What follows belongs to an exercise in optimizing a design on an open flow for small area; a production flow would make more cautious choices.
Only simulation tests tie the RTL to the original design; equivalence was not proved.
Power figures rest on the tool's default switching activity, not on a simulated workload.

File: flow/config.mk
export PLATFORM = sky130hd
export DESIGN_NAME = regfile_2r1w
export DESIGN_NICKNAME = regfile_2r1w
export VERILOG_FILES = /design/flow/design.v
export SDC_FILE = /design/flow/constraint.sdc
export NUM_CORES = 4
export LEC_CHECK = 0
export CAP_MARGIN = 20
export CELL_PAD_IN_SITES_DETAIL_PLACEMENT = 1
export CELL_PAD_IN_SITES_GLOBAL_PLACEMENT = 2
export CORE_MARGIN = 2
export CORE_UTILIZATION = 30
export SLEW_MARGIN = 20
export SYNTH_HIERARCHICAL = 1
File: flow/constraint.sdc
create_clock -name core_clock -period 5.0 [get_ports {clk}]
set_input_delay 1.0000 -clock core_clock [delete_from_list [all_inputs] [get_ports {clk}]]
set_output_delay 1.0000 -clock core_clock [all_outputs]
set_load 0.01 [all_outputs]
File: flow/design.v
package regfile_2r1w_pkg;
  localparam logic MODE_SCRIBBLE  = 1'b0;
  localparam logic MODE_INTERPRET = 1'b1;
  localparam int DEF_DATA_W = 32;
  localparam int DEF_DEPTH  = 32;
  localparam int DEF_ADDR_W = 5;
  typedef enum logic {
    ST_IDLE  = 1'b0,
    ST_CLEAR = 1'b1
  } rf_state_e;
endpackage
module rf_hold (
  input  logic en_n,
  input  logic wd_n,
  input  logic q,
  output logic d
);
  assign d = ~((en_n | wd_n) & ~(en_n & q));
endmodule
module rf_aoi222 (
  input  logic a1, a2, b1, b2, c1, c2,
  output logic y
);
  assign y = ~((a1 & a2) | (b1 & b2) | (c1 & c2));
endmodule
module rf_nand11 (
  input  logic [10:0] x,
  output logic        y
);
  assign y = ~(&x);
endmodule
module regfile_read_port
#(
  parameter int N = 33
) (
  input  logic [N-1:0] sel,
  input  logic [N-1:0] data,
  output logic         y
);
  logic [10:0] x;
  for (genvar g = 0; g < 11; g++) begin : g_aoi
    rf_aoi222 u_aoi (
      .a1(sel[3*g]),   .a2(data[3*g]),
      .b1(sel[3*g+1]), .b2(data[3*g+1]),
      .c1(sel[3*g+2]), .c2(data[3*g+2]),
      .y (x[g])
    );
  end
  rf_nand11 u_or (.x(x), .y(y));
endmodule
module regfile_2r1w
#(
  parameter int DATA_W   = regfile_2r1w_pkg::DEF_DATA_W,
  parameter int DEPTH    = regfile_2r1w_pkg::DEF_DEPTH,
  parameter int ADDR_W   = regfile_2r1w_pkg::DEF_ADDR_W,
  parameter int ZERO_REG = 1
) (
  input  logic              clk,
  input  logic              reset,
  input  logic              mode,
  input  logic              write_enable,
  input  logic [ADDR_W-1:0] waddr,
  input  logic [DATA_W-1:0] wdata,
  input  logic              rd_en,
  input  logic [ADDR_W-1:0] raddr_a,
  input  logic [ADDR_W-1:0] raddr_b,
  output logic [DATA_W-1:0] rdata_a,
  output logic [DATA_W-1:0] rdata_b,
  output logic              rvalid,
  input  logic              clear_req,
  output logic              busy
);
  logic [DEPTH-1:1][DATA_W-1:0] mem;
  logic [DEPTH-1:1][DATA_W-1:0] mem_nxt;
  logic [DEPTH-1:1]             valid;
  logic [DEPTH-1:1]             we;
  logic [DEPTH-1:1]             we_n;
  logic [DATA_W-1:0]            wd_n;
  logic [ADDR_W-1:0]            clr_cnt;
  logic wr_accept;
  logic rd_accept;
  logic hit_a, hit_b;
  logic [DEPTH:0]      sel_a, sel_b;
  logic [DATA_W-1:0]   rdata_a_nxt, rdata_b_nxt;
  always_comb begin
    wr_accept = !busy && write_enable && (waddr != '0);
    rd_accept = !busy && rd_en && (mode == regfile_2r1w_pkg::MODE_INTERPRET);
    wd_n      = ~wdata;
    for (int r = 1; r < DEPTH; r++) begin
      we[r]   = wr_accept && (waddr == ADDR_W'(r));
      we_n[r] = !we[r];
    end
    hit_a = wr_accept && (waddr == raddr_a);
    hit_b = wr_accept && (waddr == raddr_b);
    sel_a[0] = !rd_accept;
    sel_b[0] = !rd_accept;
    sel_a[1] = rd_accept && hit_a;
    sel_b[1] = rd_accept && hit_b;
    for (int r = 1; r < DEPTH; r++) begin
      sel_a[r+1] = rd_accept && !hit_a && valid[r] && (raddr_a == ADDR_W'(r));
      sel_b[r+1] = rd_accept && !hit_b && valid[r] && (raddr_b == ADDR_W'(r));
    end
  end
  always_ff @(posedge clk or posedge reset) begin
    if (reset) begin
      busy    <= 1'b0;
      clr_cnt <= '0;
      rvalid  <= 1'b0;
    end else begin
      rvalid <= rd_accept;
      if (busy) begin
        clr_cnt <= clr_cnt + 1'b1;
        if (clr_cnt == ADDR_W'(DEPTH - 1)) busy <= 1'b0;
      end else if (clear_req) begin
        busy <= 1'b1;
      end
    end
  end
  always_ff @(posedge clk or posedge reset) begin
    if (reset) begin
      valid <= '0;
    end else begin
      valid <= busy ? '0 : (valid | we);
    end
  end
  for (genvar r = 1; r < DEPTH; r++) begin : g_row
    for (genvar c = 0; c < DATA_W; c++) begin : g_bit
      rf_hold u_hold (
        .en_n (we_n[r]),
        .wd_n (wd_n[c]),
        .q    (mem[r][c]),
        .d    (mem_nxt[r][c])
      );
    end
  end
  always_ff @(posedge clk) begin
    mem <= mem_nxt;
  end
  for (genvar c = 0; c < DATA_W; c++) begin : g_col
    logic [DEPTH:0] da, db;
    assign da[0] = rdata_a[c];
    assign db[0] = rdata_b[c];
    assign da[1] = wdata[c];
    assign db[1] = wdata[c];
    for (genvar r = 1; r < DEPTH; r++) begin : g_ent
      assign da[r+1] = mem[r][c];
      assign db[r+1] = mem[r][c];
    end
    regfile_read_port #(.N(DEPTH+1)) u_rd_a (.sel(sel_a), .data(da), .y(rdata_a_nxt[c]));
    regfile_read_port #(.N(DEPTH+1)) u_rd_b (.sel(sel_b), .data(db), .y(rdata_b_nxt[c]));
  end
  always_ff @(posedge clk or posedge reset) begin
    if (reset) begin
      rdata_a <= '0;
      rdata_b <= '0;
    end else begin
      rdata_a <= rdata_a_nxt;
      rdata_b <= rdata_b_nxt;
    end
  end
endmodule
File: flow/run.sh
#!/bin/bash
# synth_recipe.tcl (not shown) runs the flow's synth.tcl, then flattens the netlist and writes it again
# the make line also repeats each setting of config.mk as NAME=value (left out here)
make -C /OpenROAD-flow-scripts/flow DESIGN_CONFIG=/design/flow/config.mk WORK_HOME=/design/flow/orfs CLKGATE_MAP_FILE= SYNTH_SCRIPT=/design/flow/synth_recipe.tcl finish
==> qor.yml, run 1 <==
final_area_sq_um: 51900
ys.flop_type: "dfxtp_1"
critical_path.startpoint_type: "input pin"
ys_warn_count: 7
path_class: "in -> reg"
switching_share_pct: 25.4
finalWirelength_um: 227000
combPwrFrac_pct: 5.8
initial_core_util_pct: 30.3
synth_area_sq_um: 41700
p_int_w: 0.0158
rows: 136
ir_worst_vdd_mv: 0.284
fmax_mhz: 250
nets: 4863
rsz0062_at_grt: "no"
ant_nets: 0
hpwlAfterDp_um: 137000
regArea_sq_um: 22400
p_clk_share_pct: 46.0
worstPathCellList: "clkdlybuf4s50_1, nor2b_1, nand3_1, nor2_4, buf_4, a222oi_1, nand4_1, or3_1"
first_global_vias: 40532
synth-seq-cells: 1094
p_leak_nw: 18.3
die_h_um: 377
clockRootBuffer: "clkbuf_16"
die_area_sq_um: 142000
power_w: 0.0212
crit_buf_inv: 2
synth.most_common_cell: "nand2_1"
yosysTopAreaCell: "dfxtp_1"
synth_edf_count: 0
cp_top_family: "simple AND/OR/NAND/NOR gates"
worst_path_max_delay_cell: "nor2_4"
vias_per_cell: 6.32
slew_violations: 0
synthTopCellsByArea: "dfxtp_1 (48%), a222oi_1 (17%), o21ai_1 (12%)"
yosys.cell_types.count: 39
synthToLayoutAreaGrowth_pct: 24.4
p_switching_w: 0.00540
final.fill_count: 15490
synth_cells: 4422
worstMarginPinSlew_ns: 1.21
portBuffers: 118
die-width_um: 377
ctsLongestPathBuffers: 3
clk_pin_slew_ns: 0.06
setup_viol: 0
fin_crit_sh_pct: 79.9
avgSynthCellArea_sq_um: 9.43
syn_nets: 4477
clock-skew-final_ns: 0.0212
clkLatencyLatePin_ns: 0.77
multi_input_area_sq_um: 19600
drc: 0
max_slew_margin_pct: 19.1
fin_crit_ns: 3.99
grt_max_degree: 66
critPathCaptureType: "flip-flop"
power_density_nw_per_um2: 409
report.final.hold_viol_count: 0
clock-sinks: 1094
grt_pass1_wl_um: 315000
place_congestion: 0.866
critPathMaxFanout: 20
ios: 119
cp.required_ns: 5.70
slowest_delay_ns: 0.88
drt-initial-drc-count: 6840
cts_resized: 0
worstHoldPathType: "reg -> reg"
cts_tree: "built"
hold_buffers: 0
wl_per_cell_um: 33.9
dpl-instance-area_sq_um: 47400
cp.arrival_ns: 4.69
drive_above_1_share_pct: 10.2
pwr-share-seq_pct: 48.2
grtUsageTotal_pct: 31.1
htreeDepth: 4
via_count: 42416
overflow: 0
core_sq_um: 138000
maxCapViolCount: 0
tns_ns: 0
firstDrtPassIters: 9
status: "complete, no violations"
async_flop_share_pct: 9.32
finish.utilization_pct: 37.7
yosysSeqAreaShare_pct: 53.7
cts_setup_buffers: 0
cts_buffers: 133
synth_top_area_share_pct: 47.6
grt_antenna_before_repair: 6
yosys-top-cells-count: "nand2_1 (1,048), dfxtp_1 (992), o21ai_1 (992)"
## Yosys stat by module (local to each module, per instance), excerpt
module / flops+latches / cells inside / times used / cell area (sq um)
rf_hold: 0 / 2 / 992 / 8.76
rf_aoi222: 0 / 1 / 704 / 10.0
regfile_2r1w: 1094 / 1478 / 1 / 24500
rf_nand11: 0 / 4 / 64 / 23.8
## state kept, by name, indices dropped and copies added (netlist names)
name,count
valid,31
mem,992
clr_cnt,5
rvalid,1
rdata_a,32
busy,1
rdata_b,32
## kinds of logic (layout without fill, tap and decap cells)
kind of cell / Yosys count / after routing / share of synthesized area [%]
AOI/OAI and AO/OA: 1728 / 1728 / 29.3
xor gates and xnor gates: 13 / 13 / 0.273
adders and majority gates: 2 / 2 / 0.0600
buffers and inverters: 120 / 612 / 1.40
DFF: 1094 / 1094 / 53.7
muxes: 3 / 3 / 0.0780
other: 0 / 3 / 0
and+or+nand+nor: 1462 / 1462 / 15.2
## cells in the final DEF, fill, tap and decap left out, types with 7 or more instances in the layout
cell / count
nand2_4: 23
clkinv_2: 23
o22ai_1: 12
nand3_4: 8
buf_12: 25
nor2b_1: 8
inv_1: 51
or3_1: 65
nor2_1: 20
buf_4: 150
nand2_1: 1025
nor4_4: 22
a222oi_1: 704
clkdlybuf4s50_1: 118
clkbuf_1: 36
clkbuf_16: 138
xnor2_1: 8
nand2b_1: 13
dfrtp_1: 102
nor2_4: 14
o21ai_0: 19
dfxtp_1: 992
buf_8: 7
nor4_2: 7
nor3_2: 15
inv_6: 8
nand3_1: 87
o21ai_1: 992
clkinv_1: 8
clkbuf_8: 29
nand4_1: 130
## final timing paths
path	start	end	cells after the start	slack [ns]
worst max-delay path	raddr_b[0]	rdata_b[12]	8	1.01
worst min-delay path	mem[568]	mem[568]	2	0.46
worst max register to register	busy	rdata_a[9]	11	1.28
worst min register to register	mem[568]	mem[568]	2	0.46
max in group asynchronous	reset	rdata_b[24]	3	3.40
min in group asynchronous	reset	rdata_a[26]	2	0.65
## power by group through the flow
stage          Clock (W)  Sequential, W  Combinational [W]
2_1_floorplan          0         0.0102           0.000823
3_3_place_gp           0         0.0104            0.00116
3_5_place_dp           0         0.0104            0.00123
4_1_cts          0.00998         0.0102            0.00123
5_1_grt           0.0103         0.0103            0.00143
6_report         0.00978         0.0102            0.00124
## layout make-up
class,count,area share [%]
repair buffers,305,5.88
inverters,66,0.489
flip-flops and latches,1094,43.2
clock inverters,38,0.728
clock buffers,203,7.68
multi-input cells,3208,37.7
diodes,3,0.0145
well taps,1794,4.32
## stage by stage
| step | hold slack [ns] | instances | worst slack, ns |
|---|---|---|---|
| after global routing | 0.480 | 6708 | 1.10 |
| after floorplan | 0.439 | 4422 | 0.0665 |
| after global placement | 0.448 | 6454 | 0.435 |
| after CTS | 0.464 | 6700 | 1.25 |
| after detailed placement | 0.456 | 6459 | 0.446 |
| final | 0.462 | 6711 | 1.01 |
## layer usage
metal	wire [um]	share of wire [%]	track usage, %
met4	8750	3.8	11.9
met2	101000	45	49.2
met5	0	0	0
met1	98100	43	41.6
met3	19200	8.4	6.50
## worst reg2reg max path, stage by stage, from the launching register on
cell and delay [ns]:
dfrtp_1 0.38, buf_4 0.25, nor2b_1 0.30, o41ai_4 0.16
nor3_2 0.32, buf_12 0.26, buf_4 0.30, nor4_4 0.08
buf_4 0.23, a222oi_1 0.48, nand4_1 0.37, or3_1 0.46
==> run 2, diff against run 1 <==
--- a/flow/config.mk
+++ b/flow/config.mk
@@ -10,5 +10,6 @@
 export CELL_PAD_IN_SITES_GLOBAL_PLACEMENT = 2
 export CORE_MARGIN = 2
-export CORE_UTILIZATION = 30
+export CORE_UTILIZATION = 50
+export CTS_BUF_LIST = sky130_fd_sc_hd__clkbuf_4 sky130_fd_sc_hd__clkbuf_8
 export SLEW_MARGIN = 20
 export SYNTH_HIERARCHICAL = 1
==> qor.yml, run 2 <==
fmax_mhz: 264  # +5.6%
ant_nets: 0  # unchanged
overflow: 0  # unchanged
firstDrtPassIters: 13  # +4
largest_reg_flops: 992  # unchanged
tns_ns: 0  # unchanged
cp.arrival_ns: 4.58  # -0.11 ns
synth_top_area_share_pct: 47.6  # unchanged
fin_crit_ns: 3.78  # -0.212 ns
clock-sinks: 1094  # unchanged
initial_core_util_pct: 50.6  # +20 points
cts_setup_buffers: 0  # unchanged
ios: 119  # unchanged
largestRegisters: "mem (992), rdata_a (32), rdata_b (32)"
core_sq_um: 82400  # -40%
synthTopCellsByArea: "dfxtp_1 (48%), a222oi_1 (17%), o21ai_1 (12%)"
first_global_vias: 44525  # +9.9%
die-width_um: 293  # -22%
ctsLongestPathBuffers: 3  # unchanged
worstPathCellList: "clkdlybuf4s50_1, nand2_1, nor2_1, inv_2, buf_4, nor3b_1, nand4b_1, nor2_4, buf_4, a222oi_1, nand3_1, or3_1"
status: "complete, no violations"
htreeDepth: 4  # unchanged
critPathCaptureType: "flip-flop"
synth_cells: 4422  # unchanged
finalWirelength_um: 198000  # -13%
hpwlAfterDp_um: 117000  # -15%
setup_viol: 0  # unchanged
worstHoldPathType: "reg -> reg"
path_class: "in -> reg"
async_flop_share_pct: 9.32  # unchanged
p_leak_nw: 17.9  # -1.8%
report.final.hold_viol_count: 0  # unchanged
clock-skew-final_ns: 0.0506  # +0.0293 ns
yosysSeqAreaShare_pct: 53.7  # unchanged
synth-seq-cells: 1094  # unchanged
wl_per_cell_um: 32.7  # -3.4%
worst_path_max_delay_cell: "nor2_4"
finish.utilization_pct: 60.8  # +23 points
clockRootBuffer: "clkbuf_8"
cp.required_ns: 5.80  # +0.10 ns
worstMarginPinSlew_ns: 1.22  # +0.00771 ns
nets: 4871  # +0.16%
cts_buffers: 180  # +35%
grt_max_degree: 66  # unchanged
clkLatencyLatePin_ns: 0.89  # +0.12 ns
slowest_delay_ns: 0.66  # -0.22 ns
yosysTopAreaCell: "dfxtp_1"
via_count: 44402  # +4.7%
rows: 105  # -23%
avgSynthCellArea_sq_um: 9.43  # unchanged
maxCapViolCount: 0  # unchanged
power_density_nw_per_um2: 402  # -1.7%
synth_area_sq_um: 41700  # unchanged
ys_warn_count: 7  # unchanged
rsz0062_at_grt: "no"
synthToLayoutAreaGrowth_pct: 20.0
synth.most_common_cell: "nand2_1"
drt-initial-drc-count: 7708  # +13%
ys.flop_type: "dfxtp_1"
synth_edf_count: 0  # unchanged
place_congestion: 0.916  # +5.9%
grt_antenna_before_repair: 6  # unchanged
die_area_sq_um: 85800  # -40%
critical_path.startpoint_type: "input pin"
cts_tree: "built"
critPathMaxFanout: 47  # +140%
max_slew_margin_pct: 18.7  # -0.32 points
yosys.cell_types.count: 39  # unchanged
fin_crit_sh_pct: 75.6  # -4.2 points
hold_buffers: 0  # unchanged
final.fill_count: 9315  # -40%
vias_per_cell: 7.35  # +16%
clk_pin_slew_ns: 0.06  # about the same
top_register: "mem"
grtUsageTotal_pct: 45.1  # +14 points
slew_violations: 0  # unchanged
drive_above_1_share_pct: 11.9  # +1.6 points
portBuffers: 118  # unchanged
final_common_cell: "nand2_1"
grt_pass1_wl_um: 288000  # -8.6%
ir_worst_vdd_mv: 0.299  # +5.2%
layout_common_cells: "nand2_1 (1,025), o21ai_1 (992), dfxtp_1 (992)"
drc: 0  # unchanged
die_h_um: 293  # -22%
syn_nets: 4477  # unchanged
yosys-top-cells-count: "nand2_1 (1,048), dfxtp_1 (992), o21ai_1 (992)"
crit_top_cell: "buf_4"
cts_resized: 0  # unchanged
run 2: cell counts after synthesis:
No cell type changed its count.
run 2: kinds of logic after synthesis:
logic type / share of synthesized area [%]
AOI/OAI and AO/OA: 29.3
and+or+nand+nor: 15.2
DFF: 53.7
buffers and inverters: 1.40
xor gates and xnor gates: 0.273
muxes: 0.0780
adders and majority gates: 0.0600
run 2: critical path: cells and delay by family:
kind	cells	cell delay [ns]
AOI/OAI and AO/OA	1	0.21
buffers and inverters	4	1.47
and+or+nand+nor	7	1.88
run 2: modules after synthesis, one instance, submodules excluded, excerpt:
module	cell area, sq um	cells inside
rf_hold	8.76	2
regfile_2r1w	24500	1478
rf_aoi222	10.0	1
rf_nand11	23.8	4
run 2: metal layers:
layer	share of wire (%)	up-vias	routed length [um]	GRT usage (%)
met5	0.014	-	27	0
met4	7.3	4	14400	30.1
met3	13	911	26700	14.6
met2	43	3187	84400	67.8
met1	37	21557	72200	55.1
li1	-	18743	-	-
run 2: cell type report:
| type | count | area [sq um] | share of cell area (%) |
|---|---|---|---|
| well taps | 1070 | 1340 | 2.67 |
| inverters | 66 | 250 | 0.500 |
| flip-flops and latches | 1094 | 22400 | 44.8 |
| repair buffers | 266 | 2520 | 5.03 |
| clock inverters | 39 | 393 | 0.785 |
| diodes | 4 | 10.0 | 0.0200 |
| multi-input cells | 3208 | 19600 | 39.0 |
| clock buffers | 296 | 3600 | 7.19 |
run 2: final timing paths:
check / from / to / slack [ns] / cells past startpoint
max: rd_en / rdata_a[27] / 1.22 / 12
min: mem[764] / mem[764] / 0.46 / 2
max reg2reg: busy / rdata_a[27] / 1.28 / 11
min reg2reg: mem[764] / mem[764] / 0.46 / 2
max in group asynchronous: reset / rdata_b[27] / 3.13 / 3
min in group asynchronous: reset / rdata_b[18] / 0.66 / 2
run 2: metrics by stage:
step / setup WS [ns] / cell area [sq um] / hold slack, ns / power (W) / instances
after floorplan: 0.0665 / 41900 / 0.439 / 0.0110 / 4422
after global placement: 0.561 / 46000 / 0.447 / 0.0115 / 5699
after detailed placement: 0.506 / 46000 / 0.455 / 0.0116 / 5699
after CTS: 1.37 / 50000 / 0.463 / 0.0201 / 6034
after global routing: 1.20 / 50100 / 0.482 / 0.0208 / 6040
final: 1.22 / 50100 / 0.463 / 0.0202 / 6043
run 2: where the power goes:
group          total, W  switching, W  internal (W)
logic           0.00125      0.000750      0.000499
registers        0.0103      0.000692       0.00957
clock network   0.00864       0.00381       0.00483
total            0.0202       0.00526        0.0149
==> run 3, diff against run 2 <==
==> flow/flow/run.sh (new file) <==
#!/bin/bash
# The standard layout (the standard.sh, unchanged synthesis), with two
# placement/CTS options passed to ORFS through its own variables:
#  - port buffers use the smallest buffer cell instead of the default pick;
#  - clock tree synthesis with small clock buffers and no dummy loads.
set -euo pipefail
export BUFFER_PORTS_ARGS="-buffer_cell sky130_fd_sc_hd__buf_1"
export CTS_ARGS="-sink_clustering_enable -repair_clock_nets -buf_list {sky130_fd_sc_hd__clkbuf_4 sky130_fd_sc_hd__clkbuf_8} -dont_use_dummy_load"
bash standard.sh > standard_flow.log 2>&1
==> flow/standard.sh (new file) <==
#!/bin/bash
# synth_recipe.tcl (not shown) runs the flow's synth.tcl, then flattens the netlist and writes it again
# the make line also repeats each setting of config.mk as NAME=value (left out here)
make -C /OpenROAD-flow-scripts/flow DESIGN_CONFIG=/design/flow/config.mk WORK_HOME=/design/flow/orfs CLKGATE_MAP_FILE= SYNTH_SCRIPT=/design/flow/synth_recipe.tcl "${@:-finish}"
--- a/flow/config.mk
+++ b/flow/config.mk
@@ -11,5 +11,4 @@
 export CORE_MARGIN = 2
 export CORE_UTILIZATION = 50
-export CTS_BUF_LIST = sky130_fd_sc_hd__clkbuf_4 sky130_fd_sc_hd__clkbuf_8
 export SLEW_MARGIN = 20
 export SYNTH_HIERARCHICAL = 1
removed: flow/run.sh
==> qor.yml, run 3 <==
synth_compound_area_share_pct: 29.3  # unchanged
clockRootBuffer: "clkbuf_8"
vias_per_cell: 7.56  # +2.9%
synth_simple_gate_area_share_pct: 15.2  # unchanged
ctsLongestPathBuffers: 3  # unchanged
die_h_um: 293  # unchanged
power_density_nw_per_um2: 376  # -6.6%
top_register: "mem"
nets: 4859  # -0.25%
clock-sinks: 1094  # unchanged
yosysTopAreaCell: "dfxtp_1"
synth_edf_count: 0  # unchanged
report.final.hold_viol_count: 0  # unchanged
dpl-instance-area_sq_um: 45100  # -2.0%
worstMarginPinSlew_ns: 1.21  # -0.0104 ns
synth_top_area_share_pct: 47.6  # unchanged
ir_worst_vdd_mv: 0.268  # -10%
max_slew_margin_pct: 18.8  # +0.087 points
syn_nets: 4477  # unchanged
initial_core_util_pct: 50.6  # unchanged
critPathCaptureType: "flip-flop"
drc: 0  # unchanged
critPathMaxFanout: 41  # -13%
ys.flop_type: "dfxtp_1"
grtUsageTotal_pct: 45.6  # +0.53 points
yosys.cell_types.count: 39  # unchanged
ant_nets: 0  # unchanged
drt-initial-drc-count: 8126  # +5.4%
slew_violations: 0  # unchanged
finalWirelength_um: 202000  # +2.2%
synth_top_family_by_area: "compound AO/OA/AOI/OAI gates"
synthMuxAreaShare_pct: 0.0780  # unchanged
portBuffers: 118  # unchanged
status: "complete, no violations"
async_flop_share_pct: 9.32  # unchanged
die_area_sq_um: 85800  # unchanged
final_area_sq_um: 47700  # -4.8%
timing.rr.start: "busy"
yosys-top-cells-count: "nand2_1 (1,048), dfxtp_1 (992), o21ai_1 (992)"
reg2reg_to: "rdata_a[10]"
ios: 119  # unchanged
fin_crit_ns: 3.82  # +0.0385 ns
synth_fa_ha_area_share_pct: 0.0600  # unchanged
setup_viol: 0  # unchanged
path_class: "reg -> reg"
grt_pass1_wl_um: 288000  # +0.13%
synthTopCellsByArea: "dfxtp_1 (48%), a222oi_1 (17%), o21ai_1 (12%)"
synthToLayoutAreaGrowth_pct: 14.3
reg2regPathDepth: 11  # unchanged
cts_setup_buffers: 0  # unchanged
synth_cells: 4422  # unchanged
synth-seq-cells: 1094  # unchanged
drive_above_1_share_pct: 8.77  # -3.1 points
overflow: 0  # unchanged
firstDrtPassIters: 12  # -1
via_count: 44440  # +0.086%
rsz0062_at_grt: "no"
largest_reg_flops: 992  # unchanged
final_common_cell: "nand2_1"
fin_crit_sh_pct: 76.4  # +0.77 points
worstHoldPathType: "in -> async"
ys_warn_count: 7  # unchanged
cts_tree: "built"
largestRegisters: "mem (992), rdata_a (32), rdata_b (32)"
place_congestion: 0.935  # +2.0%
p_leak_nw: 16.7  # -6.7%
fin_ws_ns: 1.18  # -0.0385 ns
cp.required_ns: 5.80  # about the same
die-width_um: 293  # unchanged
place_ws_ns: 0.778  # +0.272 ns
cp.arrival_ns: 4.62  # +0.04 ns
rrSetupSlack_ns: 1.18  # -0.10 ns
grt_max_degree: 66  # unchanged
maxCapViolCount: 0  # unchanged
grt_antenna_before_repair: 8  # +2
clock-skew-final_ns: 0.0667  # +0.0161 ns
synth_xor_area_share_pct: 0.273  # unchanged
clk_pin_slew_ns: 0.06  # about the same
core_sq_um: 82400  # unchanged
hpwlAfterDp_um: 118000  # +1.2%
wl_per_cell_um: 34.4  # +5.0%
place_inst: 5686  # -0.23%
rows: 105  # unchanged
synth.most_common_cell: "nand2_1"
yosysSeqAreaShare_pct: 53.7  # unchanged
cts_resized: 0  # unchanged
startpoint: "busy"
clkLatencyLatePin_ns: 0.89  # about the same
layout_common_cells: "nand2_1 (1,025), o21ai_1 (992), dfxtp_1 (992)"
cts_buffers: 179  # -0.56%
hold_buffers: 0  # unchanged
htreeDepth: 4  # unchanged
synth_area_sq_um: 41700  # unchanged
layout.cells.non_filler: 5880  # -2.7%
critical_path.startpoint_type: "flip-flop"
tns_ns: 0  # unchanged
fmax_mhz: 262  # -1.0%
first_global_vias: 43323  # -2.7%
avgSynthCellArea_sq_um: 9.43  # unchanged
==> run 3: cell counts after synthesis <==
No cell type changed its count.
==> run 3: how the worst max path moves through the flow <==
stage	end	cells after the start
after floorplan	rdata_a[0]	8
after global placement	rdata_b[29]	11
after detailed placement	rdata_a[10]	10
after CTS	rdata_b[29]	11
after global routing	rdata_b[29]	11
final	rdata_a[10]	11
==> run 3: critical path, cell delays in order, from the launching register on <==
cell      delay (ns)
dfrtp_1         0.40
buf_4           0.48
nor2b_1         0.09
buf_4           0.18
o41ai_4         0.07
nor3_2          0.12
buf_12          0.21
nor4_4          1.07
buf_4           0.58
a222oi_1        0.14
nand4_1         0.19
or3_1           0.13
==> run 3: area by class of cell <==
cell class | instances | area (sq um)
Fill cell | 9368 | 34700
Sequential cell | 1094 | 22400
Multi-Input combinational cell | 3208 | 19600
Clock buffer | 179 | 2460
Timing Repair Buffer | 255 | 1630
Tap cell | 1070 | 1340
Inverter | 66 | 253
Antenna cell | 8 | 20.0
==> run 3: per-module statistics from Yosys, one instance, submodules excluded, excerpt <==
module	flops+latches	cell area, sq um	cells inside	copies in the design
rf_hold	0	8.76	2	992
regfile_2r1w	1094	24500	1478	1
rf_nand11	0	23.8	4	64
rf_aoi222	0	10.0	1	704
==> run 3: layer usage <==
metal	global-route usage [%]	share of wire (%)	vias to the layer above
met1	54.4	36	21456
li1	-	-	18575
met2	69.2	43	3321
met5	0.454	0.033	-
met3	15.6	14	1078
met4	31.4	7.8	10
==> run 3: cells by family after synthesis <==
| kind of cell | after synthesis |
|---|---|
| adders and majority gates | 2 |
| DFF | 1094 |
| muxes | 3 |
| xor gates and xnor gates | 13 |
| AOI/OAI and AO/OA | 1728 |
| and+or+nand+nor | 1462 |
| buffers and inverters | 120 |
==> run 3: power by group <==
group,leakage [nW],switching (W),internal [W]
Sequential,9.43,0.000697,0.00958
Combinational,6.01,0.000748,0.000446
Clock,1.29,0.00332,0.00314
Total,16.7,0.00476,0.0132
==> run 3: through the flow <==
stage	power [W]	util (%)	hold WS, ns
after detailed placement	0.0116	54.7	0.457
after global routing	0.0186	57.9	0.230
after CTS	0.0179	57.7	0.202
final	0.0179	57.9	0.218
after floorplan	0.0110	-	0.439
after global placement	0.0114	54.7	0.447
==> run 4, diff against run 3 <==
--- a/flow/flow/run.sh
+++ b/flow/flow/run.sh
@@ -6,4 +6,4 @@
 set -euo pipefail
 export BUFFER_PORTS_ARGS="-buffer_cell sky130_fd_sc_hd__buf_1"
-export CTS_ARGS="-sink_clustering_enable -repair_clock_nets -buf_list {sky130_fd_sc_hd__clkbuf_4 sky130_fd_sc_hd__clkbuf_8} -dont_use_dummy_load"
+export CTS_ARGS="-sink_clustering_enable -repair_clock_nets -buf_list {sky130_fd_sc_hd__clkbuf_4 sky130_fd_sc_hd__clkbuf_8} -dont_use_dummy_load -sink_clustering_size 16 -sink_clustering_max_diameter 60"
 bash standard.sh > standard_flow.log 2>&1
--- a/flow/config.mk
+++ b/flow/config.mk
@@ -6,9 +6,9 @@
 export NUM_CORES = 4
 export LEC_CHECK = 0
-export CAP_MARGIN = 20
+export CAP_MARGIN = 5
 export CELL_PAD_IN_SITES_DETAIL_PLACEMENT = 1
 export CELL_PAD_IN_SITES_GLOBAL_PLACEMENT = 2
 export CORE_MARGIN = 2
 export CORE_UTILIZATION = 50
-export SLEW_MARGIN = 20
+export SLEW_MARGIN = 5
 export SYNTH_HIERARCHICAL = 1
==> qor.yml, run 4 <==
status: "complete, no violations"
layout_common_cells: "nand2_1 (1,025), o21ai_1 (992), dfxtp_1 (992)"
crit_top_cell: "buf_4"
finish.utilization_pct: 56.2  # -1.7 points
rows: 105  # unchanged
multi_input_area_sq_um: 19600  # unchanged
cp.required_ns: 5.71  # -0.09 ns
drt-initial-drc-count: 8122  # -0.049%
ios: 119  # unchanged
vias_per_cell: 7.57  # +0.19%
grt_antenna_before_repair: 7  # -1
yosys.cell_types.count: 39  # unchanged
firstDrtPassIters: 14  # +2
largestRegisters: "mem (992), rdata_a (32), rdata_b (32)"
clockRootBuffer: "clkbuf_8"
cts_resized: 0  # unchanged
top_register: "mem"
clock-skew-final_ns: 0.0466  # -0.0201 ns
worstMarginPinSlew_ns: 1.25  # +0.0434 ns
grt_max_degree: 66  # unchanged
drc: 0  # unchanged
report.final.hold_viol_count: 0  # unchanged
dpl-instance-area_sq_um: 45100  # unchanged
clkLatencyLatePin_ns: 0.78  # -0.11 ns
critPathMaxFanout: 41  # unchanged
startpoint: "busy"
path_class: "reg -> reg"
synth_edf_count: 0  # unchanged
hpwlAfterDp_um: 118000  # unchanged
yosysTopAreaCell: "dfxtp_1"
synth_area_sq_um: 41700  # unchanged
fin_crit_sh_pct: 76.2  # -0.19 points
place_congestion: 0.935  # unchanged
slew_violations: 0  # unchanged
finalWirelength_um: 200000  # -1.2%
synth.most_common_cell: "nand2_1"
critical_path.startpoint_type: "flip-flop"
worstPathCellList: "buf_4, nor2b_1, buf_4, o41ai_4, nor3_2, buf_12, nor4_4, buf_4, a222oi_1, nand4_1, or3_1"
nets: 4763  # -2.0%
timing.rr.start: "busy"
die_area_sq_um: 85800  # unchanged
final.fill_count: 9423  # +0.59%
grtUsageTotal_pct: 45.0  # -0.63 points
synthTopCellsByArea: "dfxtp_1 (48%), a222oi_1 (17%), o21ai_1 (12%)"
avgSynthCellArea_sq_um: 9.43  # unchanged
ys.flop_type: "dfxtp_1"
syn_nets: 4477  # unchanged
ant_nets: 0  # unchanged
core_sq_um: 82400  # unchanged
fmax_mhz: 262  # +0.25%
synth_cells: 4422  # unchanged
synth-seq-cells: 1094  # unchanged
fin_crit_ns: 3.81  # -0.00959 ns
async_flop_share_pct: 9.32  # unchanged
clk_pin_slew_ns: 0.10  # +0.04 ns
via_count: 43791  # -1.5%
setup_viol: 0  # unchanged
die-width_um: 293  # unchanged
yosysSeqAreaShare_pct: 53.7  # unchanged
ys_warn_count: 7  # unchanged
portBuffers: 118  # unchanged
cp.arrival_ns: 4.52  # -0.10 ns
hold_buffers: 0  # unchanged
ctsLongestPathBuffers: 3  # unchanged
synthToLayoutAreaGrowth_pct: 11.0
yosys-top-cells-count: "nand2_1 (1,048), dfxtp_1 (992), o21ai_1 (992)"
power_density_nw_per_um2: 344  # -8.4%
drive_above_1_share_pct: 6.91  # -1.9 points
p_leak_nw: 16.0  # -4.2%
initial_core_util_pct: 50.6  # unchanged
grt_pass1_wl_um: 284000  # -1.4%
worstHoldPathType: "in -> async"
critPathCaptureType: "flip-flop"
clock-sinks: 1094  # unchanged
worst_path_max_delay_cell: "nor4_4"
synth_top_area_share_pct: 47.6  # unchanged
final_area_sq_um: 46300  # -2.9%
cts_tree: "built"
tns_ns: 0  # unchanged
ir_worst_vdd_mv: 0.250  # -6.4%
max_slew_margin_pct: 16.4  # -2.4 points
cts_setup_buffers: 0  # unchanged
htreeDepth: 3  # -1
wl_per_cell_um: 34.5  # +0.43%
regArea_sq_um: 22400  # unchanged
final_common_cell: "nand2_1"
maxCapViolCount: 0  # unchanged
cts_buffers: 90  # -50%
slowest_delay_ns: 1.05  # -0.02 ns
first_global_vias: 42156  # -2.7%
largest_reg_flops: 992  # unchanged
die_h_um: 293  # unchanged
rsz0062_at_grt: "no"
overflow: 0  # unchanged
[run 4: cell counts after synthesis]
Identical to the previous run, type by type.
[run 4: metal layers]
metal / wire length (um) / global-route usage [%] / vias up
li1: - / - / 18379
met1: 73000 / 54.8 / 21215
met2: 85100 / 68.6 / 3206
met3: 26500 / 14.8 / 983
met4: 14900 / 28.0 / 8
met5: 54 / 0 / -
[run 4: path summary, 6_finish.rpt]
check,to,slack (ns),cells after the start
max in group asynchronous,rdata_a[2],3.63,3
min reg2reg,mem[659],0.47,2
min,rdata_a[21],0.31,2
max,rdata_a[10],1.19,11
max reg2reg,rdata_a[10],1.19,11
min in group core_clock,mem[659],0.47,2
[run 4: cells by family after synthesis]
logic type | Yosys count | synth area share, %
XOR/XNOR | 13 | 0.273
adder cells (fa/ha/maj) | 2 | 0.0600
multiplexers | 3 | 0.0780
AND/OR/NAND/NOR | 1462 | 15.2
buffers and inverters | 120 | 1.40
AO/OA/AOI/OAI | 1728 | 29.3
flip-flops | 1094 | 53.7
[run 4: per-stage QoR]
step	total power, W	setup slack [ns]	hold WS (ns)	instances
global placement	0.0114	0.872	0.447	5686
global route	0.0165	1.16	0.293	5778
CTS	0.0159	1.35	0.287	5776
finish	0.0159	1.19	0.308	5783
floorplan	0.0110	0.0665	0.439	4422
detailed placement	0.0116	0.778	0.457	5686
[run 4: cell type report]
cell class	instances	share of cell area, %
sequential	1094	48.4
multi-input combinational	3208	42.2
timing repair buffer	248	3.23
tap	1070	2.89
clock buffer	90	2.67
inverter	66	0.546
antenna	7	0.0378
[run 4: where the power goes]
part           internal, W  switching (W)  total, W
clock network      0.00161        0.00292   0.00453
logic             0.000437       0.000739   0.00118
registers          0.00956       0.000691    0.0102
[run 4: modules after synthesis (local to each module, per instance), a selection]
| module | cells inside | times used | flip-flops and latches |
|---|---|---|---|
| regfile_2r1w | 1478 | 1 | 1094 |
| rf_aoi222 | 1 | 704 | 0 |
| rf_hold | 2 | 992 | 0 |
| rf_nand11 | 4 | 64 | 0 |
[run 4: critical path, delay by kind of cell, from the launching register on]
family | cells | cell delay [ns]
and+or+nand+nor | 5 | 1.58
AOI/OAI and AO/OA | 2 | 0.20
buffers and inverters | 4 | 1.45
DFF | 1 | 0.41
==> run 5, diff against run 4 <==
--- a/flow/config.mk
+++ b/flow/config.mk
@@ -10,5 +10,5 @@
 export CELL_PAD_IN_SITES_GLOBAL_PLACEMENT = 2
 export CORE_MARGIN = 2
-export CORE_UTILIZATION = 50
+export CORE_UTILIZATION = 62
 export SLEW_MARGIN = 5
 export SYNTH_HIERARCHICAL = 1
==> qor.yml, run 5 <==
synth-seq-cells: 1094  # unchanged
synth_top_family_by_area: "compound AO/OA/AOI/OAI gates"
yosys-top-cells-count: "nand2_1 (1,048), dfxtp_1 (992), o21ai_1 (992)"
synthTopCellsByArea: "dfxtp_1 (48%), a222oi_1 (17%), o21ai_1 (12%)"
yosys.cell_types.count: 39  # unchanged
yosysSeqAreaShare_pct: 53.7  # unchanged
ys.flop_type: "dfxtp_1"
initial_core_util_pct: 62.3  # +12 points
synth_area_sq_um: 41700  # unchanged
syn_nets: 4477  # unchanged
synth_simple_gate_area_share_pct: 15.2  # unchanged
stop_error: "[ERROR GPL-0301] Utilization 112.652 % exceeds 100%."
stop_stage: "global placement without I/O (3_1_place_gp_skip_io)"
yosysTopAreaCell: "dfxtp_1"
synth_edf_count: 0  # unchanged
synthMuxAreaShare_pct: 0.0780  # unchanged
status: "did not finish"
die-width_um: 263  # -10%
synth_compound_area_share_pct: 29.3  # unchanged
rows: 95  # -9.5%
async_flop_share_pct: 9.32  # unchanged
synth.most_common_cell: "nand2_1"
avgSynthCellArea_sq_um: 9.43  # unchanged
ys_warn_count: 7  # unchanged
die_h_um: 263  # -10%
synth_fa_ha_area_share_pct: 0.0600  # unchanged
synth_cells: 4422  # unchanged
synth_xor_area_share_pct: 0.273  # unchanged
synth_top_area_share_pct: 47.6  # unchanged
## run 5: cell families after synthesis
logic type               after synthesis
adder cells (fa/ha/maj)                2
flip-flops                          1094
multiplexers                           3
buffers and inverters                120
AND/OR/NAND/NOR                     1462
XOR/XNOR                              13
AO/OA/AOI/OAI                       1728
## run 5: modules after synthesis, one instance, submodules excluded, excerpt
module / copies in the design / cell area, sq um / cells inside / flip-flops and latches
rf_nand11: 64 / 23.8 / 4 / 0
rf_hold: 992 / 8.76 / 2 / 0
regfile_2r1w: 1 / 24500 / 1478 / 1094
rf_aoi222: 704 / 10.0 / 1 / 0
==> run 6, diff against run 5 <==
--- a/flow/config.mk
+++ b/flow/config.mk
@@ -7,8 +7,8 @@
 export LEC_CHECK = 0
 export CAP_MARGIN = 5
-export CELL_PAD_IN_SITES_DETAIL_PLACEMENT = 1
-export CELL_PAD_IN_SITES_GLOBAL_PLACEMENT = 2
+export CELL_PAD_IN_SITES_DETAIL_PLACEMENT = 0
+export CELL_PAD_IN_SITES_GLOBAL_PLACEMENT = 1
 export CORE_MARGIN = 2
-export CORE_UTILIZATION = 62
+export CORE_UTILIZATION = 58
 export SLEW_MARGIN = 5
 export SYNTH_HIERARCHICAL = 1
==> qor.yml, run 6 <==
status: "complete, no violations"
largest_reg_flops: 992
final_common_cell: "nand2_1"
reg2reg_to: "rdata_b[8]"
ant_nets: 0
avgSynthCellArea_sq_um: 9.43  # unchanged
cp.arrival_ns: 4.78
reg2regPathDepth: 9
rows: 98  # +3.2%
die_h_um: 272  # +3.3%
grt_max_degree: 66
dpl-instance-area_sq_um: 44800
clock-skew-final_ns: 0.0695
clkLatencyLatePin_ns: 0.75
critical_path.startpoint_type: "flip-flop"
overflow: 0
initial_core_util_pct: 58.5  # -3.9 points
timing.rr.start: "busy"
hold_buffers: 0
firstDrtPassIters: 13
layout_common_cells: "nand2_1 (1,025), o21ai_1 (992), dfxtp_1 (992)"
place_congestion: 0.944
ios: 119
yosys.cell_types.count: 39  # unchanged
power_w: 0.0156
report.final.hold_viol_count: 0
clock-sinks: 1094
async_flop_share_pct: 9.32  # unchanged
ys_warn_count: 7  # unchanged
power_density_nw_per_um2: 340
fin_crit_ns: 4.19
max_slew_margin_pct: 14.2
synth-seq-cells: 1094  # unchanged
drt-initial-drc-count: 9457
synth_edf_count: 0  # unchanged
cts_buffers: 83
first_global_vias: 38680
largestRegisters: "mem (992), rdata_a (32), rdata_b (32)"
synth.most_common_cell: "nand2_1"
vias_per_cell: 7.48
tns_ns: 0
final_area_sq_um: 46000
fmax_mhz: 239
worstMarginPinSlew_ns: 1.28
synth_area_sq_um: 41700  # unchanged
place_ws_ns: 0.625
cts_setup_buffers: 0
synthToLayoutAreaGrowth_pct: 10.2
die_area_sq_um: 74100
finish.utilization_pct: 64.4
fin_crit_sh_pct: 83.8
critPathMaxFanout: 32
rrSetupSlack_ns: 0.81
drive_above_1_share_pct: 6.73
grt_pass1_wl_um: 255000
portBuffers: 118
critPathCaptureType: "flip-flop"
slew_violations: 0
worstHoldPathType: "in -> async"
clk_pin_slew_ns: 0.10
via_count: 42229
yosysTopAreaCell: "dfxtp_1"
clockRootBuffer: "clkbuf_8"
cts_tree: "built"
cts_resized: 0
setup_viol: 0
nets: 4754
syn_nets: 4477  # unchanged
synth_cells: 4422  # unchanged
grtUsageTotal_pct: 46.2
htreeDepth: 3
yosys-top-cells-count: "nand2_1 (1,048), dfxtp_1 (992), o21ai_1 (992)"
path_class: "reg -> reg"
yosysSeqAreaShare_pct: 53.7  # unchanged
ctsLongestPathBuffers: 3
maxCapViolCount: 0
rsz0062_at_grt: "no"
core_sq_um: 71400
grt_antenna_before_repair: 6
synth_top_area_share_pct: 47.6  # unchanged
hpwlAfterDp_um: 102000
cp.required_ns: 5.59
ir_worst_vdd_mv: 0.346
die-width_um: 272  # +3.3%
top_register: "mem"
wl_per_cell_um: 31.3
synthTopCellsByArea: "dfxtp_1 (48%), a222oi_1 (17%), o21ai_1 (12%)"
finalWirelength_um: 177000
drc: 0
ys.flop_type: "dfxtp_1"
fin_ws_ns: 0.809
p_leak_nw: 15.8
[run 6: cells by family after synthesis]
logic type	after synthesis	share of synthesized area [%]
AOI/OAI and AO/OA	1728	29.3
and+or+nand+nor	1462	15.2
DFF	1094	53.7
buffers and inverters	120	1.40
xor gates and xnor gates	13	0.273
muxes	3	0.0780
adders and majority gates	2	0.0600
[run 6: metrics by stage]
stage,hold WS (ns),cells
after global routing,0.363,5648
final,0.325,5649
after global placement,0.447,5564
after detailed placement,0.454,5564
after floorplan,0.439,4422
after CTS,0.327,5647
[run 6: modules after synthesis, one instance, submodules excluded, excerpt]
module | flops+latches | cell area (sq um) | cells inside | copies in the design
rf_aoi222 | 0 | 10.0 | 1 | 704
rf_nand11 | 0 | 23.8 | 4 | 64
rf_hold | 0 | 8.76 | 2 | 992
regfile_2r1w | 1094 | 24500 | 1478 | 1
[run 6: cell type report]
| type | count | area [sq um] |
|---|---|---|
| inverter | 66 | 250 |
| fill | 6283 | 25400 |
| clock buffer | 83 | 1140 |
| tap | 950 | 1190 |
| multi-input combinational | 3208 | 19500 |
| antenna | 2 | 5.00 |
| timing repair buffer | 246 | 1480 |
| sequential | 1094 | 22400 |
[run 6: worst max-delay path: stages (launching register included)]
cell	delay (ns)
dfrtp_1	0.65
nor2b_1	0.50
o41ai_4	0.18
and4b_2	0.74
buf_4	0.30
nor3_2	0.06
buf_4	0.37
a222oi_1	0.47
nand4_1	0.28
or3_1	0.43
[run 6: worst max path at each step]
stage / startpoint / end / slack (ns) / cells after the start
after global placement: write_enable / rdata_b[8] / 0.68 / 10
after detailed placement: write_enable / rdata_b[8] / 0.62 / 10
after CTS: busy / rdata_b[8] / 0.98 / 9
after floorplan: waddr[2] / rdata_a[0] / 0.07 / 8
final: busy / rdata_b[8] / 0.81 / 9
after global routing: busy / rdata_b[8] / 0.74 / 9
[run 6: report_power, final]
group | switching [W] | total (W) | internal (W)
clock network | 0.00283 | 0.00432 | 0.00149
logic | 0.000667 | 0.00110 | 0.000434
registers | 0.000668 | 0.0102 | 0.00956
[run 6: metal layers]
layer	up-vias	share of wire (%)	global-route usage, %
li1	18485	-	-
met1	19542	36	58.6
met2	3359	42	68.1
met3	837	16	16.4
met4	6	6.7	26.3
met5	-	0.022	0.257
==> run 7, diff against run 6 <==
--- a/flow/flow/run.sh
+++ b/flow/flow/run.sh
@@ -6,4 +6,4 @@
 set -euo pipefail
 export BUFFER_PORTS_ARGS="-buffer_cell sky130_fd_sc_hd__buf_1"
-export CTS_ARGS="-sink_clustering_enable -repair_clock_nets -buf_list {sky130_fd_sc_hd__clkbuf_4 sky130_fd_sc_hd__clkbuf_8} -dont_use_dummy_load -sink_clustering_size 16 -sink_clustering_max_diameter 60"
+export CTS_ARGS="-sink_clustering_enable -repair_clock_nets -buf_list {sky130_fd_sc_hd__clkbuf_4 sky130_fd_sc_hd__clkbuf_8} -dont_use_dummy_load -sink_clustering_size 18 -sink_clustering_max_diameter 65"
 bash standard.sh > standard_flow.log 2>&1
==> qor.yml, run 7 <==
status: "complete, no violations"
synthTopCellsByArea: "dfxtp_1 (48%), a222oi_1 (17%), o21ai_1 (12%)"
largest_reg_flops: 992  # unchanged
synthToLayoutAreaGrowth_pct: 9.79
grt_max_degree: 66  # unchanged
tns_ns: 0  # unchanged
slowest_delay_ns: 0.81  # +0.07 ns
drive_above_1_share_pct: 6.51  # -0.22 points
firstDrtPassIters: 13  # unchanged
place_inst: 5564  # unchanged
syn_nets: 4477  # unchanged
finalWirelength_um: 176000  # -0.26%
core_sq_um: 71400  # unchanged
critPathMaxFanout: 32  # unchanged
synth_area_sq_um: 41700  # unchanged
max_slew_margin_pct: 13.7  # -0.42 points
die_area_sq_um: 74100  # unchanged
clkLatencyLatePin_ns: 0.73  # -0.02 ns
rsz0062_at_grt: "no"
hold_buffers: 0  # unchanged
grt_antenna_before_repair: 5  # -1
clock-sinks: 1094  # unchanged
clk_pin_slew_ns: 0.12  # +0.02 ns
async_flop_share_pct: 9.32  # unchanged
first_global_vias: 38529  # -0.39%
ir_worst_vdd_mv: 0.322  # -7.1%
ant_nets: 0  # unchanged
worstPathCellList: "nor2_1, inv_2, buf_4, nor2_1, nand2_1, nor3_2, buf_4, a222oi_1, nand4_1, or3_1"
wl_per_cell_um: 31.2  # about the same
yosys.cell_types.count: 39  # unchanged
avgSynthCellArea_sq_um: 9.43  # unchanged
portBuffers: 118  # unchanged
worstHoldPathType: "in -> async"
initial_core_util_pct: 58.5  # unchanged
worst_path_max_delay_cell: "dfrtp_1"
cts_setup_buffers: 0  # unchanged
fmax_mhz: 237  # -0.80%
yosys-top-cells-count: "nand2_1 (1,048), dfxtp_1 (992), o21ai_1 (992)"
vias_per_cell: 7.49  # +0.21%
grtUsageTotal_pct: 46.1  # -0.066 points
cts_buffers: 72  # -13%
fin_crit_sh_pct: 84.5  # +0.68 points
drc: 0  # unchanged
synth_top_area_share_pct: 47.6  # unchanged
htreeDepth: 3  # unchanged
worstMarginPinSlew_ns: 1.28  # +0.00629 ns
die_h_um: 272  # unchanged
cp.arrival_ns: 4.82  # +0.04 ns
yosysSeqAreaShare_pct: 53.7  # unchanged
report.final.hold_viol_count: 0  # unchanged
synth.most_common_cell: "nand2_1"
largestRegisters: "mem (992), rdata_a (32), rdata_b (32)"
power_density_nw_per_um2: 336  # -1.3%
ys.flop_type: "dfxtp_1"
ys_warn_count: 7  # unchanged
final_common_cell: "nand2_1"
overflow: 0  # unchanged
clockRootBuffer: "clkbuf_8"
clock-skew-final_ns: 0.0578  # -0.0117 ns
die-width_um: 272  # unchanged
layout.cells.non_filler: 5637  # -0.21%
cts_resized: 0  # unchanged
critPathCaptureType: "flip-flop"
hpwlAfterDp_um: 102000  # unchanged
place_congestion: 0.944  # unchanged
nets: 4743  # -0.23%
slew_violations: 0  # unchanged
maxCapViolCount: 0  # unchanged
synth_cells: 4422  # unchanged
p_leak_nw: 15.7  # -0.50%
fin_crit_ns: 4.23  # +0.0339 ns
ctsLongestPathBuffers: 3  # unchanged
critical_path.startpoint_type: "flip-flop"
cp.required_ns: 5.59  # about the same
rows: 98  # unchanged
yosysTopAreaCell: "dfxtp_1"
synth_edf_count: 0  # unchanged
layout_common_cells: "nand2_1 (1,025), o21ai_1 (992), dfxtp_1 (992)"
ios: 119  # unchanged
drt-initial-drc-count: 8979  # -5.1%
grt_pass1_wl_um: 255000  # about the same
cts_tree: "built"
setup_viol: 0  # unchanged
path_class: "reg -> reg"
via_count: 42227  # -0.0047%
top_register: "mem"
synth-seq-cells: 1094  # unchanged
-- run 7: cell counts after synthesis --
Identical to the previous run, type by type.
-- run 7: cell families after synthesis --
group,count (synthesis),synth area share (%)
AOI/OAI and AO/OA,1728,29.3
adders and majority gates,2,0.0600
muxes,3,0.0780
buffers and inverters,120,1.40
xor gates and xnor gates,13,0.273
DFF,1094,53.7
and+or+nand+nor,1462,15.2
-- run 7: area by class of cell --
cell class	instances	area, sq um
fill	6307	25600
sequential	1094	22400
multi-input combinational	3208	19500
timing repair buffer	246	1480
tap	950	1190
clock buffer	72	991
inverter	66	250
antenna	1	2.50
-- run 7: modules after synthesis, one instance, submodules excluded, a selection --
module        cells  area [sq um]  flops+latches
regfile_2r1w   1478         24500           1094
rf_nand11         4          23.8              0
rf_aoi222         1          10.0              0
rf_hold           2          8.76              0
-- run 7: layer usage --
metal	vias up	share of wire [%]	global-route usage (%)
met5	-	0.020	0
met4	6	6.6	25.1
met3	838	16	15.8
met2	3337	42	68.1
met1	19602	36	59.3
li1	18444	-	-
-- run 7: worst paths after layout --
| kind | startpoint | to | slack, ns | cells after the start |
|---|---|---|---|---|
| min | reset | rdata_a[30] | 0.35 | 2 |
| min in group core_clock | mem[853] | mem[853] | 0.47 | 2 |
| max in group asynchronous | reset | rdata_a[26] | 3.41 | 3 |
| max reg2reg | busy | rdata_a[22] | 0.77 | 10 |
| min reg2reg | mem[853] | mem[853] | 0.47 | 2 |
| max | busy | rdata_a[22] | 0.77 | 10 |
-- run 7: stage by stage --
stage	worst slack [ns]	util [%]	power (W)	cell area [sq um]	hold slack, ns
finish	0.775	64.2	0.0154	45800	0.347
global route	0.769	64.2	0.0160	45800	0.378
CTS	1.02	64.2	0.0153	45800	0.339
detailed placement	0.625	62.8	0.0115	44800	0.454
global placement	0.676	62.8	0.0114	44800	0.447
floorplan	0.0665	-	0.0110	41900	0.439
-- run 7: critical path, delay by kind of cell (launching register included) --
| family | cells | cell delay (ns) |
|---|---|---|
| AOI/OAI and AO/OA | 1 | 0.69 |
| and+or+nand+nor | 6 | 1.75 |
| buffers and inverters | 3 | 0.86 |
| DFF | 1 | 0.81 |
-- run 7: where the power goes --
part	leakage, nW	switching [W]	internal [W]
logic	5.74	0.000666	0.000434
registers	9.43	0.000667	0.00956
clock network	0.518	0.00276	0.00131
total	15.7	0.00409	0.0113
==> run 8, diff against run 7 <==
--- a/flow/config.mk
+++ b/flow/config.mk
@@ -7,8 +7,8 @@
 export LEC_CHECK = 0
 export CAP_MARGIN = 5
-export CELL_PAD_IN_SITES_DETAIL_PLACEMENT = 0
-export CELL_PAD_IN_SITES_GLOBAL_PLACEMENT = 1
+export CELL_PAD_IN_SITES_DETAIL_PLACEMENT = 1
+export CELL_PAD_IN_SITES_GLOBAL_PLACEMENT = 2
 export CORE_MARGIN = 2
-export CORE_UTILIZATION = 58
+export CORE_UTILIZATION = 50
 export SLEW_MARGIN = 5
 export SYNTH_HIERARCHICAL = 1
==> qor.yml, run 8 <==
dpl-instance-area_sq_um: 45100  # +0.55%
final_area_sq_um: 46100  # +0.62%
tns_ns: 0  # unchanged
grt_pass1_wl_um: 284000  # +11%
synthToLayoutAreaGrowth_pct: 10.5
yosys.cell_types.count: 39  # unchanged
finish.utilization_pct: 56.0  # -8.2 points
fmax_mhz: 259  # +9.3%
power_density_nw_per_um2: 339  # +0.88%
cp-endpoint: "rdata_b[29]"
avgSynthCellArea_sq_um: 9.43  # unchanged
clock-sinks: 1094  # unchanged
ctsLongestPathBuffers: 3  # unchanged
rows: 105  # +7.1%
timing.rr.start: "busy"
drt-initial-drc-count: 7887  # -12%
cp.arrival_ns: 4.55  # -0.27 ns
reg2regPathDepth: 9  # -1
whs_ns: 0.305  # -0.0415 ns
reg2reg_to: "rdata_b[29]"
drc: 0  # unchanged
final.fill_count: 9439  # +50%
maxCapViolCount: 0  # unchanged
wl_per_cell_um: 34.5  # +11%
report.final.hold_viol_count: 0  # unchanged
cp.required_ns: 5.69  # +0.10 ns
critPathMaxFanout: 20  # -38%
synth_cells: 4422  # unchanged
die_area_sq_um: 85800  # +16%
ir_worst_vdd_mv: 0.257  # -20%
largestRegisters: "mem (992), rdata_a (32), rdata_b (32)"
slowest_delay_ns: 0.85  # +0.04 ns
ant_nets: 0  # unchanged
regArea_sq_um: 22400  # unchanged
die-width_um: 293  # +7.6%
core_sq_um: 82400  # +15%
first_global_vias: 41929  # +8.8%
worstPathCellList: "nor2_1, inv_2, nor3_1, nand3_1, nor2_4, buf_4, a222oi_1, nand4_1, or3_1"
largest_reg_flops: 992  # unchanged
max_slew_margin_pct: 17.5  # +3.8 points
clockRootBuffer: "clkbuf_8"
slew_violations: 0  # unchanged
drive_above_1_share_pct: 6.59  # +0.080 points
clk_pin_slew_ns: 0.12  # about the same
fin_crit_sh_pct: 77.3  # -7.2 points
synth_edf_count: 0  # unchanged
layout_common_cells: "nand2_1 (1,025), o21ai_1 (992), dfxtp_1 (992)"
worstHoldPathType: "in -> async"
worst_path_max_delay_cell: "nor2_4"
grtUsageTotal_pct: 44.8  # -1.3 points
critical_path.startpoint_type: "flip-flop"
firstDrtPassIters: 13  # unchanged
layout.cells.non_filler: 5765  # +2.3%
via_count: 43519  # +3.1%
synth-seq-cells: 1094  # unchanged
yosys-top-cells-count: "nand2_1 (1,048), dfxtp_1 (992), o21ai_1 (992)"
overflow: 0  # unchanged
worstMarginPinSlew_ns: 1.24  # -0.0474 ns
final_common_cell: "nand2_1"
synthTopCellsByArea: "dfxtp_1 (48%), a222oi_1 (17%), o21ai_1 (12%)"
yosysSeqAreaShare_pct: 53.7  # unchanged
cts_setup_buffers: 0  # unchanged
rrSetupSlack_ns: 1.13  # +0.36 ns
vias_per_cell: 7.55  # +0.77%
startpoint: "busy"
crit_buf_inv: 2  # -1
place_congestion: 0.935  # -0.94%
status: "complete, no violations"
synth_top_area_share_pct: 47.6  # unchanged
worst-path-stages: 9  # -1
grt_antenna_before_repair: 8  # +3
ys.flop_type: "dfxtp_1"
fin_crit_ns: 3.87  # -0.359 ns
hold_buffers: 0  # unchanged
portBuffers: 118  # unchanged
cts_buffers: 74  # +2.8%
ios: 119  # unchanged
clock-skew-final_ns: 0.0555  # -0.00226 ns
die_h_um: 293  # +7.6%
ys_warn_count: 7  # unchanged
clkLatencyLatePin_ns: 0.77  # +0.04 ns
place_inst: 5686  # +2.2%
cp_top_family: "simple AND/OR/NAND/NOR gates"
initial_core_util_pct: 50.6  # -7.8 points
yosysTopAreaCell: "dfxtp_1"
rsz0062_at_grt: "no"
htreeDepth: 3  # unchanged
top_register: "mem"
path_class: "reg -> reg"
critPathCaptureType: "flip-flop"
synth_area_sq_um: 41700  # unchanged
p_leak_nw: 15.9  # +1.4%
hpwlAfterDp_um: 118000  # +16%
cts_tree: "built"
cts_resized: 0  # unchanged
multi_input_area_sq_um: 19600  # +0.41%
setup_viol: 0  # unchanged
syn_nets: 4477  # unchanged
nets: 4747  # +0.084%
async_flop_share_pct: 9.32  # unchanged
grt_max_degree: 66  # unchanged
finalWirelength_um: 199000  # +13%
synth.most_common_cell: "nand2_1"
## run 8: changes by cell type in the layout (fill, tap and decap cells not counted), sizes merged
cell	delta
clkbuf	+2
diode	+4
buf	+2
## run 8: routing by layer
metal  global-route usage, %  part of all wire [%]
met5                       0                 0.027
met4                    27.0                   6.9
met3                    14.7                    14
met2                    68.6                    43
met1                    54.8                    36
## run 8: worst min path at each step
stage | endpoint | slack [ns]
2_1_floorplan | clr_cnt[3] | 0.44
3_3_place_gp | mem[455] | 0.45
3_5_place_dp | mem[836] | 0.46
4_1_cts | rdata_a[6] | 0.33
5_1_grt | rdata_a[6] | 0.32
6_report | rdata_a[6] | 0.31
## run 8: per-stage QoR
| stage | worst slack, ns | total power [W] |
|---|---|---|
| final | 1.13 | 0.0156 |
| after global routing | 1.18 | 0.0162 |
| after CTS | 1.36 | 0.0156 |
| after detailed placement | 0.778 | 0.0116 |
| after global placement | 0.872 | 0.0114 |
| after floorplan | 0.0665 | 0.0110 |
## run 8: modules after synthesis, one instance, submodules excluded, a selection
| module | cell area (sq um) | times used |
|---|---|---|
| regfile_2r1w | 24500 | 1 |
| rf_nand11 | 23.8 | 64 |
| rf_aoi222 | 10.0 | 704 |
| rf_hold | 8.76 | 992 |
## run 8: kinds of logic (layout without fill, tap and decap cells)
logic type | Yosys count | in the layout | share of synthesized area (%)
muxes | 3 | 3 | 0.0780
adders and majority gates | 2 | 2 | 0.0600
and+or+nand+nor | 1462 | 1462 | 15.2
DFF | 1094 | 1094 | 53.7
buffers and inverters | 120 | 388 | 1.40
AOI/OAI and AO/OA | 1728 | 1728 | 29.3
xor gates and xnor gates | 13 | 13 | 0.273
other | 0 | 5 | 0
## run 8: final cells by class
| type | count | area share (%) |
|---|---|---|
| flip-flops and latches | 1094 | 48.6 |
| multi-input cells | 3208 | 42.4 |
| repair buffers | 248 | 3.24 |
| well taps | 1070 | 2.90 |
| clock buffers | 74 | 2.21 |
| inverters | 66 | 0.548 |
| diodes | 5 | 0.0271 |
## run 8: where the power goes
part	leakage, nW	total, W	internal [W]	switching (W)
Sequential	9.43	0.0102	0.00956	0.000691
Combinational	5.95	0.00118	0.000437	0.000738
Clock	0.532	0.00420	0.00134	0.00286

[re-timing with driven ports]
How much do the figures lean on ideal ports? The routed layouts below were timed once more, with nothing changed but the port constraints.
Step 1: set_driving_cell puts a clkbuf_16 on clk and a buf_2 on each other input, an assumption about the parent block.
Step 2 adds t to the input delays and takes it off the output delays; t is the mean of the earliest and latest rising clock arrival at the registers after step 1. Input paths then give back, and output paths get back, about the clock's delay inside the block.
Three values: ideal, step 1, step 2; two values: the first two.
run | t (ns) | slack for setup (ns) | hold slack, ns | latest minus earliest clock arrival (ns)
run 1 | 0.837 | 1.007 / 1.054 / 0.218 | 0.462 / 0.462 / 0.462 | 0.027 / 0.027
run 2 | 0.934 | 1.219 / 1.264 / 0.330 | 0.463 / 0.463 / 0.463 | 0.053 / 0.053
run 3 | 0.930 | 1.180 / 1.180 / 0.411 | 0.218 / 0.170 / 0.463 | 0.070 / 0.071
run 4 | 0.825 | 1.190 / 1.190 / 0.426 | 0.308 / 0.266 / 0.467 | 0.058 / 0.057
run 6 | 0.779 | 0.809 / 0.809 / 0.474 | 0.325 / 0.282 / 0.466 | 0.070 / 0.069
run 7 | 0.765 | 0.775 / 0.775 / 0.510 | 0.347 / 0.299 / 0.467 | 0.058 / 0.058
run 8 | 0.804 | 1.134 / 1.134 / 0.358 | 0.305 / 0.269 / 0.471 | 0.061 / 0.061
After both steps setup and hold are still met in every run listed. The setup slack of run 2, which loses most, moves by +0.045 ns with the drivers and by -0.889 ns with both steps.
